Source: an optimization exercise on an open RTL-to-GDS flow (aim: small area). Production flows keep margins and buffers that such runs may drop.
At most, simulation tests tie the RTL to the original design; equivalence was not proved.
Power and IR drop assume default switching activity.

==> module pe_dot_accum_4xpack, before the edit <==
module pe_dot_accum_4xpack #(
    parameter int DOT_SIZE          = 8,
    parameter int MULT_OUTPUT_WIDTH = 9,
    parameter int MULT_LATENCY      = 3,
    parameter int ACCUM_WIDTH       = 12
) (
    input  logic                                                   clock,
    input  logic                                                   reset,
    input  logic                                                   i_valid,
    input  logic                                                   i_first,
    input  logic                                                   i_last,
    input  logic [1:0][1:0][DOT_SIZE-1:0][MULT_OUTPUT_WIDTH-1:0] i_mult_output,
    input  logic                                                   i_ready,
    output logic                                                   o_valid,
    output logic [1:0][1:0][ACCUM_WIDTH-1:0]                       o_result,
    output logic                                                   o_overflow
);
    logic [3:0] r_v, r_l;
    logic [2:0] r_f;
    logic       r_ld, r_empty, w_empty, r_start;
    always_ff @(posedge clock) begin
        r_f <= {r_f[1:0], i_first};
        r_l <= {r_l[2:0], i_last};
        if (reset) begin
            r_v  <= '0;
            r_ld <= 1'b0;
        end else begin
            r_v  <= {r_v[2:0], i_valid};
            r_ld <= r_v[3] & r_l[3];
        end
    end
    assign w_empty = reset | (r_empty & ~r_v[3]);
    always_ff @(posedge clock) begin
        r_empty <= w_empty;
        r_start <= r_f[2] | w_empty;
    end
    logic w_start;
    assign w_start = r_start;
    logic [3:0][12:0] r_acc;
    logic [3:0][11:0] w_res;
    for (genvar n = 0; n < 4; n++) begin : g_lane
        logic [17:0] w_d, r_d;
        logic [12:0] w_sum;
        logic        w_clip;
        pe_dot_lane u_dot (.p(i_mult_output[n/2][n%2]), .d(w_d));
        always_ff @(posedge clock)
            r_d <= w_d;
        pe_acc_add u_add (.base(w_start ? 13'd0 : r_acc[n]), .d(r_d), .sum(w_sum));
        assign w_clip = r_acc[n][12] ^ r_acc[n][11];
        always_ff @(posedge clock)
            if (r_v[3] && (w_start || !w_clip))
                r_acc[n] <= w_sum;
        for (genvar i = 0; i < 11; i++) begin : g_clip
            assign w_res[n][i] = (r_acc[n][i] & r_acc[n][11]) | (r_acc[n][i] & ~r_acc[n][12]) |
                                 (r_acc[n][11] & ~r_acc[n][12]);
        end
        assign w_res[n][11] = r_acc[n][12];
    end
    always_ff @(posedge clock) begin
        if (reset)
            o_result <= '0;
        else if (r_ld && (!o_valid || i_ready))
            o_result <= w_res;
        if (reset) begin
            o_valid    <= 1'b0;
            o_overflow <= 1'b0;
        end else if (r_ld) begin
            if (o_valid && !i_ready)
                o_overflow <= 1'b1;
            else
                o_valid <= 1'b1;
        end else if (i_ready) begin
            o_valid <= 1'b0;
        end
    end
endmodule
clock: 4.5 ns
lec_check: 0
cap_margin: 20
core_margin: 2
core_utilization: 40
slew_margin: 20
synth_hierarchical: 1
synth_minimum_keep_size: 0
standard.sh (not shown) runs the stock make flow with config.mk's settings and CLKGATE_MAP_FILE= SYNTH_SCRIPT=/design/flow/synth_recipe.tcl, a recipe that flattens the netlist after the stock synthesis.
==> flow/flow/run.sh <==
#!/bin/bash
# Standard layout with our own port buffers (flow/pre_gpl.tcl) and a leaner clock tree.
set -euo pipefail
bash standard.sh DONT_BUFFER_PORTS=1 \
  PRE_GLOBAL_PLACE_TCL="$PWD/flow/pre_gpl.tcl" POST_GLOBAL_PLACE_TCL="$PWD/flow/post_gpl.tcl" \
  CTS_ARGS="-sink_clustering_enable -repair_clock_nets -root_buf sky130_fd_sc_hd__clkbuf_8 -sink_clustering_buffer sky130_fd_sc_hd__clkbuf_8 -buf_list sky130_fd_sc_hd__clkbuf_8 -dont_use_dummy_load" \
  finish > standard_flow.log 2>&1
==> flow/flow/post_gpl.tcl <==
unset_dont_touch [get_cells {input* output*}]
==> flow/flow/pre_gpl.tcl <==
# Port buffers before global placement: the smallest buffer, or a stronger one on inputs
# that fan out widely. They are marked dont_touch so that the timing-driven placement's
# remove_buffers keeps them, and released again after global placement (post_gpl.tcl).
remove_buffers
buffer_ports -inputs -outputs -buffer_cell sky130_fd_sc_hd__buf_1
foreach inst [get_cells input*] {
  set out [get_pins -of_objects $inst -filter "direction == output"]
  set loads [get_pins -of_objects [get_nets -of_objects $out] -filter "direction == input"]
  if {[llength $loads] >= 6} {
    replace_cell $inst sky130_fd_sc_hd__buf_4
  }
}
set_dont_touch [get_cells {input* output*}]
Then changed:
--- a/flow/design.v
+++ b/flow/design.v
@@ -348,13 +348,11 @@
                                  (r_acc[n][11] & ~r_acc[n][12]);
         end
         assign w_res[n][11] = r_acc[n][12];
     end
     always_ff @(posedge clock) begin
-        if (reset)
-            o_result <= '0;
-        else if (r_ld && (!o_valid || i_ready))
+        if (!o_valid || i_ready)
             o_result <= w_res;
         if (reset) begin
             o_valid    <= 1'b0;
             o_overflow <= 1'b0;
         end else if (r_ld) begin
Design area came out lower by 0.76%.
Clock power came out higher by about 0.9%.
Setup slack gets better by 12 ps.
Via count falls by 7.6%.
Hold slack hardly moves.
Area after synthesis falls by 0.97%.
Sequential power grows by about 5%.
Utilization is higher by 0.45 points.
Fmax is about the same.

========
Setup of the reference run:
pe_dot_accum_4xpack, a different RTL version from the one above (not shown whole).
Size: roughly 1300 cells after synthesis, about 340 I/O pins, about 17000 µm² of cells after synthesis.
Design pe_dot_accum_4xpack, start of the top module:
module pe_dot_accum_4xpack #(
    parameter int DOT_SIZE          = 8,
    parameter int MULT_OUTPUT_WIDTH = 9,
    parameter int MULT_LATENCY      = 3,
    parameter int ACCUM_WIDTH       = 12
) (
    input  logic                                                   clock,
    input  logic                                                   reset,
    input  logic                                                   i_valid,
    input  logic                                                   i_first,
    input  logic                                                   i_last,
    input  logic [1:0][1:0][DOT_SIZE-1:0][MULT_OUTPUT_WIDTH-1:0] i_mult_output,
    input  logic                                                   i_ready,
    output logic                                                   o_valid,
    output logic [1:0][1:0][ACCUM_WIDTH-1:0]                       o_result,
    output logic                                                   o_overflow
);
==> module pe_acc_add, before the edit <==
module pe_acc_add (
    input  logic [12:0]  base,
    input  logic [18:0]  d,
    output logic [12:0]  sum
);
    wire t1, t2;
    pe_fa u_t1 (.a(base[3]), .b(d[3]), .c(d[4]), .s(t1), .co(t2));
    wire t3, t4;
    pe_ha u_t3 (.a(base[4]), .b(d[5]), .s(t3), .co(t4));
    wire t5, t6;
    pe_fa u_t5 (.a(base[5]), .b(d[6]), .c(d[7]), .s(t5), .co(t6));
    wire t7, t8;
    pe_ha u_t7 (.a(base[6]), .b(d[8]), .s(t7), .co(t8));
    wire t9, t10;
    pe_fa u_t9 (.a(base[7]), .b(d[9]), .c(d[10]), .s(t9), .co(t10));
    wire t11, t12;
    pe_fa u_t11 (.a(base[8]), .b(d[11]), .c(d[12]), .s(t11), .co(t12));
    wire t13, t14;
    pe_fa u_t13 (.a(base[9]), .b(d[13]), .c(d[14]), .s(t13), .co(t14));
    wire t15, t16;
    pe_fa u_t15 (.a(base[10]), .b(d[15]), .c(d[16]), .s(t15), .co(t16));
    wire t17, t18;
    pe_ha u_t17 (.a(base[11]), .b(d[17]), .s(t17), .co(t18));
    wire t19 = t18 ^ base[12] ^ d[18];
    assign sum = {t19, t16, t14, t12, t10, t8, t6, t4, t2, t1, base[2], base[1], base[0]} + {1'b0, t17, t15, t13, t11, t9, t7, t5, t3, 1'b0, d[2], d[1], d[0]};
endmodule
==> flow/config.mk <==
export PLATFORM = sky130hd
export DESIGN_NAME = pe_dot_accum_4xpack
export DESIGN_NICKNAME = pe_dot_accum_4xpack
export VERILOG_FILES = /design/flow/design.v
export SDC_FILE = /design/flow/constraint.sdc
export NUM_CORES = 4
export LEC_CHECK = 0
export CAP_MARGIN = 20
export CORE_MARGIN = 2
export CORE_UTILIZATION = 40
export CTS_BUF_LIST = sky130_fd_sc_hd__clkbuf_8
export SLEW_MARGIN = 20
export SYNTH_HIERARCHICAL = 1
export SYNTH_MINIMUM_KEEP_SIZE = 0
==> flow/constraint.sdc <==
create_clock -name core_clock -period 4.5 [get_ports {clock}]
set_input_delay 0.9000 -clock core_clock [delete_from_list [all_inputs] [get_ports {clock}]]
set_output_delay 0.9000 -clock core_clock [all_outputs]
set_load 0.01 [all_outputs]
==> flow/flow/run.sh <==
#!/bin/bash
# Standard layout, with the smallest buffer as the port buffer.
set -euo pipefail
bash standard.sh BUFFER_PORTS_ARGS="-buffer_cell sky130_fd_sc_hd__buf_1" finish > standard_flow.log 2>&1
diff inputs: the reference run => the trial run
--- a/flow/design.v
+++ b/flow/design.v
@@ -241,8 +241,55 @@
     pe_fa u_t15 (.a(base[10]), .b(d[15]), .c(d[16]), .s(t15), .co(t16));
     wire t17, t18;
     pe_ha u_t17 (.a(base[11]), .b(d[17]), .s(t17), .co(t18));
-    wire t19 = t18 ^ base[12] ^ d[18];
-    assign sum = {t19, t16, t14, t12, t10, t8, t6, t4, t2, t1, base[2], base[1], base[0]} + {1'b0, t17, t15, t13, t11, t9, t7, t5, t3, 1'b0, d[2], d[1], d[0]};
+    wire t19, t20;
+    pe_ha u_t19 (.a(base[0]), .b(d[0]), .s(t19), .co(t20));
+    wire t21, t22;
+    pe_fa u_t21 (.a(base[1]), .b(d[1]), .c(t20), .s(t21), .co(t22));
+    wire t23, t24;
+    pe_fa u_t23 (.a(base[2]), .b(d[2]), .c(t22), .s(t23), .co(t24));
+    wire t25, t26;
+    pe_ha u_t25 (.a(t1), .b(t24), .s(t25), .co(t26));
+    wire t27, t28;
+    pe_fa u_t27 (.a(t2), .b(t3), .c(t26), .s(t27), .co(t28));
+    wire t29, t30;
+    pe_fa u_t29 (.a(t4), .b(t5), .c(t28), .s(t29), .co(t30));
+    wire t31, t32;
+    pe_fa u_t31 (.a(t6), .b(t7), .c(t30), .s(t31), .co(t32));
+    wire t33, t34;
+    pe_ha u_t33 (.a(t8), .b(t9), .s(t33), .co(t34));
+    wire t35, t36;
+    pe_fa u_t35 (.a(t10), .b(t11), .c(t34), .s(t35), .co(t36));
+    wire t37, t38;
+    pe_fa u_t37 (.a(t12), .b(t13), .c(t36), .s(t37), .co(t38));
+    wire t39, t40;
+    pe_fa u_t39 (.a(t14), .b(t15), .c(t38), .s(t39), .co(t40));
+    wire t41, t42;
+    pe_fa u_t41 (.a(t16), .b(t17), .c(t40), .s(t41), .co(t42));
+    wire t43 = t18 ^ base[12] ^ d[18] ^ t42;
+    wire t44 = t33 ^ t32;
+    wire t45 = t32 & t33;
+    wire t46 = t35 ^ t45;
+    wire t47 = t45 & t35;
+    wire t48 = t37 ^ t47;
+    wire t49 = t47 & t37;
+    wire t50 = t39 ^ t49;
+    wire t51 = t49 & t39;
+    wire t52 = t41 ^ t51;
+    wire t53 = t51 & t41;
+    wire t54 = t43 ^ t53;
+    assign sum[0] = t19;
+    assign sum[1] = t21;
+    assign sum[2] = t23;
+    assign sum[3] = t25;
+    assign sum[4] = t27;
+    assign sum[5] = t29;
+    assign sum[6] = t31;
+    assign sum[7] = t44;
+    assign sum[8] = t46;
+    assign sum[9] = t48;
+    assign sum[10] = t50;
+    assign sum[11] = t52;
+    assign sum[12] = t54;
 endmodule
 module pe_dot_accum_4xpack #(
     parameter int DOT_SIZE          = 8,
Notes after the runs:
Going from the reference run to the trial run, wire length of the first global-routing pass shrank by a few percent.
DRC marker count from the first detailed-route iteration on the trial run is down relative to the reference run.
Compared with the reference run, in the trial run cell count moved down, routed length on met1 moved down.
Power density normalized to cell area is lower on the trial run
The trial run vs the reference run — final area dropped 3.2%.
The trial run reports a lower worst setup slack after layout than the reference run does.
Compared with the reference run, the trial run shows effective utilization at floorplan lower by 0.34 points.
For relative area of clock buffers and inverters in the final design, the trial run and the reference run come out practically identical.
No functional check of the RTL was part of any run of this note.

-- what the ideal ports hide --
The results above use ideal ports. As a check the final layouts listed here were re-extracted and re-timed, cells and wires unchanged.
Step 1, drivers: a clkbuf_16 drives clock and a buf_2 each remaining input, both assumed.
Step 2 adds t to the input delays and takes it off the output delays; t is the mean of the earliest and latest rising clock arrival at the registers after step 1. Input paths then give back, and output paths get back, about the clock's delay inside the block.
Slacks: no drivers / after step 1 / after step 2; pairs: no drivers / after step 1.
run	t, ns	slack for setup (ns)	hold slack, ns
the first run of note 1	0.501	0.335 / 0.335 / 0.166	0.333 / 0.333 / 0.333
the second run of note 1	0.498	0.347 / 0.347 / 0.153	0.331 / 0.331 / 0.331
the reference run	0.526	0.766 / 0.783 / 0.258	0.326 / 0.326 / 0.326
the trial run	0.508	0.164 / 0.164 / 0.164	0.337 / 0.337 / 0.337
After both steps every run listed still meets setup and hold. For the reference run, which loses most, drivers alone change the setup slack by +0.017 ns; drivers and shift together by -0.508 ns.
